From an optimization exercise on the open Yosys and OpenROAD flow, aimed at small area, a short achievable clock period and few clock cycles per item; shortcuts taken in it are not production practice. Power is estimated from default activity; no workload was simulated.

== JK ==
==> flow/design.v (excerpt) <==
module colourTop (
	input logic CLOCK_50_I,
	input logic resetn,
	input logic [3:0] paddr,
	input logic psel,
	input logic penable,
	input logic pwrite,
	input logic [31:0] pwdata,
	output logic [31:0] prdata,
	output logic pready,
	output logic pslverr,
	output logic memRdEn,
	output colourPkg::addr_t memRdAddr,
	input colourPkg::word_t memRdData,
	output logic memWrEn,
	output colourPkg::addr_t memWrAddr,
	output colourPkg::word_t memWrData
);
==> module chromaUpsampler, before the edit <==
module chromaUpsampler (
	input logic CLOCK_50_I,
	input logic [2:0] ph,
	input colourPkg::word_t word,       
	input logic load,
	input logic first,
	input logic clamp,
	input logic odd,
	input logic rowEnd,                 
	output colourPkg::sample_t cu,
	output logic [9:0] cu3,             
	output colourPkg::sample_t cv,
	output logic [9:0] cv3              
);
	colourPkg::sample_t a [5];          
	colourPkg::sample_t b [5];
	colourPkg::sample_t t [6];
	logic [8:0] p, q, r;
	colourPkg::sample_t f;
	colourPkg::sample_t uOdd, vOdd;
	colourPkg::sample_t cuNext, cvNext;
	always_comb begin
		t[0] = a[0];
		t[1] = a[1];
		t[2] = a[2];
		t[3] = a[3];
		t[4] = first ? word[15:8] : a[4];
		t[5] = clamp ? a[4] : (odd ? word[15:8] : word[7:0]);
	end
	always_ff @(posedge CLOCK_50_I) begin
		if (!ph[2]) begin
			for (int i = 0; i < 5; i++)
				a[i] <= b[i];
			if (load) begin
				b[0] <= word[15:8];
				b[1] <= word[15:8];
				b[2] <= word[15:8];
				b[3] <= word[7:0];
			end else begin
				for (int i = 0; i < 4; i++)
					b[i] <= t[i+1];
			end
			b[4] <= t[5];
		end
		p <= {1'b0, t[0]} + {1'b0, t[5]};
		q <= {1'b0, t[2]} + {1'b0, t[3]};
		r <= {1'b0, t[1]} + {1'b0, t[4]};
		if (ph[2])
			uOdd <= f;
		if (ph[0])
			vOdd <= f;
		cu <= cuNext;
		cu3 <= {2'b00, cuNext} + {1'b0, cuNext, 1'b0};
		cv <= cvNext;
		cv3 <= {2'b00, cvNext} + {1'b0, cvNext, 1'b0};
	end
	assign cuNext = ph[0] ? (rowEnd ? a[4] : a[1]) : uOdd;
	assign cvNext = ph[0] ? (rowEnd ? b[4] : b[1]) : vOdd;
	chromaFilter filt (
		.CLOCK_50_I(CLOCK_50_I),
		.p(p),
		.q(q),
		.r(r),
		.f(f)
	);
endmodule
==> module rgbWriter, before the edit <==
module rgbWriter (
	input logic CLOCK_50_I,
	input logic resetn,
	input logic start,
	input logic [2:0] ph,
	input logic wrValid,
	input logic lastValid,
	input colourPkg::sample_t r,        
	input colourPkg::sample_t g,
	input colourPkg::sample_t b,
	output logic memWrEn,
	output colourPkg::addr_t memWrAddr,
	output colourPkg::word_t memWrData
);
	localparam int FirstAddr = 76800 - 13;
	colourPkg::sample_t r0, g0, b0;     
	colourPkg::sample_t r1, g1, b1;     
	always_ff @(posedge CLOCK_50_I or negedge resetn) begin
		if (!resetn)
			memWrEn <= 1'b0;
		else
			memWrEn <= lastValid;
	end
	always_ff @(posedge CLOCK_50_I) begin
		if (ph[2]) begin
			r0 <= r;
			g0 <= g;
			b0 <= b;
		end
		if (ph[0]) begin
			r1 <= r;
			g1 <= g;
			b1 <= b;
		end
		memWrAddr <= start ? colourPkg::addr_t'(FirstAddr) : memWrAddr + 1'b1;
		if (ph[0])
			memWrData <= {r0, g0};
		else if (ph[1])
			memWrData <= {b0, r1};
		else
			memWrData <= {g1, b1};
	end
endmodule
==> module colourTop, before the edit <==
module colourTop (
	input logic CLOCK_50_I,
	input logic resetn,
	input logic [3:0] paddr,
	input logic psel,
	input logic penable,
	input logic pwrite,
	input logic [31:0] pwdata,
	output logic [31:0] prdata,
	output logic pready,
	output logic pslverr,
	output logic memRdEn,
	output colourPkg::addr_t memRdAddr,
	input colourPkg::word_t memRdData,
	output logic memWrEn,
	output colourPkg::addr_t memWrAddr,
	output colourPkg::word_t memWrData
);
	logic start;
	logic busy;
	logic [2:0] ph;
	logic rxLoad, rxFirst, rxClamp, rxOdd;
	logic wrValid, wrRowLast, lastValid, rowDone, frameDone;
	colourPkg::word_t rdWord;
	colourPkg::sample_t yEvenHeld, yOddHeld;
	colourPkg::sample_t pixY, pixU, pixV;
	logic [9:0] pixU3, pixV3;
	colourPkg::sample_t yNext;
	logic [19:0] yEven2687, yOdd2687;
	logic [19:0] pixY2687;
	colourPkg::sample_t pixR, pixG, pixB;
	apbRegs regs (
		.CLOCK_50_I(CLOCK_50_I),
		.resetn(resetn),
		.paddr(paddr),
		.psel(psel),
		.penable(penable),
		.pwrite(pwrite),
		.pwdata(pwdata),
		.prdata(prdata),
		.pready(pready),
		.pslverr(pslverr),
		.start(start),
		.frameDone(frameDone),
		.rowDone(rowDone),
		.busy(busy)
	);
	frameSequencer seq (
		.CLOCK_50_I(CLOCK_50_I),
		.resetn(resetn),
		.start(start),
		.ph(ph),
		.memRdEn(memRdEn),
		.memRdAddr(memRdAddr),
		.rxLoad(rxLoad),
		.rxFirst(rxFirst),
		.rxClamp(rxClamp),
		.rxOdd(rxOdd),
		.wrValid(wrValid),
		.wrRowLast(wrRowLast),
		.lastValid(lastValid),
		.rowDone(rowDone),
		.frameDone(frameDone)
	);
	always_ff @(posedge CLOCK_50_I) begin
		rdWord <= memRdData;
		if (ph[2]) begin
			yEvenHeld <= rdWord[15:8];
			yOddHeld <= rdWord[7:0];
		end
		pixY <= yNext;
		pixY2687 <= ph[1] ? yEven2687 : yOdd2687;
	end
	assign yNext = ph[1] ? yEvenHeld : yOddHeld;
	lumaMultiple yEvenMult (
		.y(yEvenHeld),
		.p(yEven2687)
	);
	lumaMultiple yOddMult (
		.y(yOddHeld),
		.p(yOdd2687)
	);
	chromaUpsampler ups (
		.CLOCK_50_I(CLOCK_50_I),
		.ph(ph),
		.word(rdWord),
		.load(rxLoad),
		.first(rxFirst),
		.clamp(rxClamp),
		.odd(rxOdd),
		.rowEnd(wrRowLast),
		.cu(pixU),
		.cu3(pixU3),
		.cv(pixV),
		.cv3(pixV3)
	);
	colourConverter csc (
		.CLOCK_50_I(CLOCK_50_I),
		.cu(pixU),
		.cu3(pixU3),
		.cv(pixV),
		.cv3(pixV3),
		.y(pixY),
		.y2687(pixY2687),
		.r(pixR),
		.g(pixG),
		.b(pixB)
	);
	rgbWriter writer (
		.CLOCK_50_I(CLOCK_50_I),
		.resetn(resetn),
		.start(start),
		.ph(ph),
		.wrValid(wrValid),
		.lastValid(lastValid),
		.r(pixR),
		.g(pixG),
		.b(pixB),
		.memWrEn(memWrEn),
		.memWrAddr(memWrAddr),
		.memWrData(memWrData)
	);
endmodule
clock: 9.0 ns
lec_check: 0
cap_margin: 20
core_margin: 2
core_utilization: 40
cts_cluster_diameter: 80
cts_cluster_size: 28
place_density: 0.6
setup_slack_margin: 5.0
slew_margin: 20
standard.sh (not shown) runs the stock make flow with config.mk's settings and CLKGATE_MAP_FILE= SYNTH_SCRIPT=/design/flow/synth_recipe.tcl, a recipe that flattens the netlist after the stock synthesis.
==> flow/flow/run.sh <==
#!/bin/bash
set -e
bash standard.sh finish SETUP_SLACK_MARGIN=5.6 > standard.log 2>&1
What TR does differently from JK at the input level:
diff --git a/flow/design.v b/flow/design.v
--- a/flow/design.v
+++ b/flow/design.v
@@ -250,10 +250,9 @@
 		q <= {1'b0, t[2]} + {1'b0, t[3]};
 		r <= {1'b0, t[1]} + {1'b0, t[4]};
 		if (ph[2])
 			uOdd <= f;
-		if (ph[0])
-			vOdd <= f;
+		vOdd <= f;                      
 		cu <= cuNext;
 		cu3 <= {2'b00, cuNext} + {1'b0, cuNext, 1'b0};
 		cv <= cvNext;
 		cv3 <= {2'b00, cvNext} + {1'b0, cvNext, 1'b0};
@@ -3393,34 +3392,29 @@
 	output colourPkg::addr_t memWrAddr,
 	output colourPkg::word_t memWrData
 );
 	localparam int FirstAddr = 76800 - 13;
-	colourPkg::sample_t r0, g0, b0;     
-	colourPkg::sample_t r1, g1, b1;     
+	colourPkg::sample_t r1, g1, b1;
+	colourPkg::sample_t g2, b2;
 	always_ff @(posedge CLOCK_50_I or negedge resetn) begin
 		if (!resetn)
 			memWrEn <= 1'b0;
 		else
 			memWrEn <= lastValid;
 	end
 	always_ff @(posedge CLOCK_50_I) begin
-		if (ph[2]) begin
-			r0 <= r;
-			g0 <= g;
-			b0 <= b;
-		end
-		if (ph[0]) begin
-			r1 <= r;
-			g1 <= g;
-			b1 <= b;
-		end
+		r1 <= r;
+		g1 <= g;
+		b1 <= b;
+		g2 <= g1;
+		b2 <= b1;
 		memWrAddr <= start ? colourPkg::addr_t'(FirstAddr) : memWrAddr + 1'b1;
 		if (ph[0])
-			memWrData <= {r0, g0};
+			memWrData <= {r1, g1};          
 		else if (ph[1])
-			memWrData <= {b0, r1};
+			memWrData <= {b2, r1};          
 		else
-			memWrData <= {g1, b1};
+			memWrData <= {g2, b2};          
 	end
 endmodule
 `default_nettype wire
 `timescale 1ns/1ps
@@ -3452,9 +3446,9 @@
 	colourPkg::sample_t yEvenHeld, yOddHeld;
 	colourPkg::sample_t pixY, pixU, pixV;
 	logic [9:0] pixU3, pixV3;
 	colourPkg::sample_t yNext;
-	logic [19:0] yEven2687, yOdd2687;
+	logic [19:0] y2687;
 	logic [19:0] pixY2687;
 	colourPkg::sample_t pixR, pixG, pixB;
 	apbRegs regs (
 		.CLOCK_50_I(CLOCK_50_I),
@@ -3495,18 +3489,14 @@
 			yEvenHeld <= rdWord[15:8];
 			yOddHeld <= rdWord[7:0];
 		end
 		pixY <= yNext;
-		pixY2687 <= ph[1] ? yEven2687 : yOdd2687;
+		pixY2687 <= y2687;
 	end
 	assign yNext = ph[1] ? yEvenHeld : yOddHeld;
-	lumaMultiple yEvenMult (
-		.y(yEvenHeld),
-		.p(yEven2687)
-	);
-	lumaMultiple yOddMult (
-		.y(yOddHeld),
-		.p(yOdd2687)
+	lumaMultiple ym (
+		.y(yNext),
+		.p(y2687)
 	);
 	chromaUpsampler ups (
 		.CLOCK_50_I(CLOCK_50_I),
 		.ph(ph),
Results
JK → TR: setup TNS after final layout stayed essentially flat; number of vias in the routed layout saw a decrease. Summary — clock buffer instance count of the final layout, TR relative to JK: lower, by 3.1%. The run showing the greater power is JK. Between TR and JK, fraction of standard cell area that is sequential is higher for JK, TR comes in under that. Largest net degree at the start of global routing was higher in the run labelled TR. Comparing TR and JK, the lower multiplexer share of the synthesized area was measured on JK.
No run of this note included a check of the RTL's function; only the layout flow was run.

## separate check: timing with driven ports
The flow's constraints put no driver on any port. The routed layouts listed below were extracted and timed again, unchanged, in two steps. Step 1 (the two cells are an assumption about what drives the block):
set clk [get_ports {CLOCK_50_I}]
set_driving_cell -lib_cell sky130_fd_sc_hd__clkbuf_16 $clk
set_driving_cell -lib_cell sky130_fd_sc_hd__buf_2 [delete_from_list [all_inputs] $clk]
Step 2 adds t to the input delays and takes it off the output delays; t is the mean of the earliest and latest rising clock arrival at the registers after step 1. Input paths then give back, and output paths get back, about the clock's delay inside the block. a / b / c = ideal ports / drivers / drivers and shift; a / b = the first two.
| run | t (ns) | setup WS [ns] | worst register clock-pin slew, ns | worst data-port slew with drivers (ns) | pins driven straight from the clock port |
|---|---|---|---|---|---|
| JK | 0.684 | 5.650 / 5.586 / 5.143 | 0.11 / 0.11 | 0.05 | 1 |
| TR | 0.659 | 5.129 / 5.129 / 5.129 | 0.10 / 0.10 | 0.04 | 1 |
After both steps every run listed still meets setup and hold. The setup slack of JK, which loses most, moves by -0.064 ns with the drivers and by -0.507 ns with both steps.
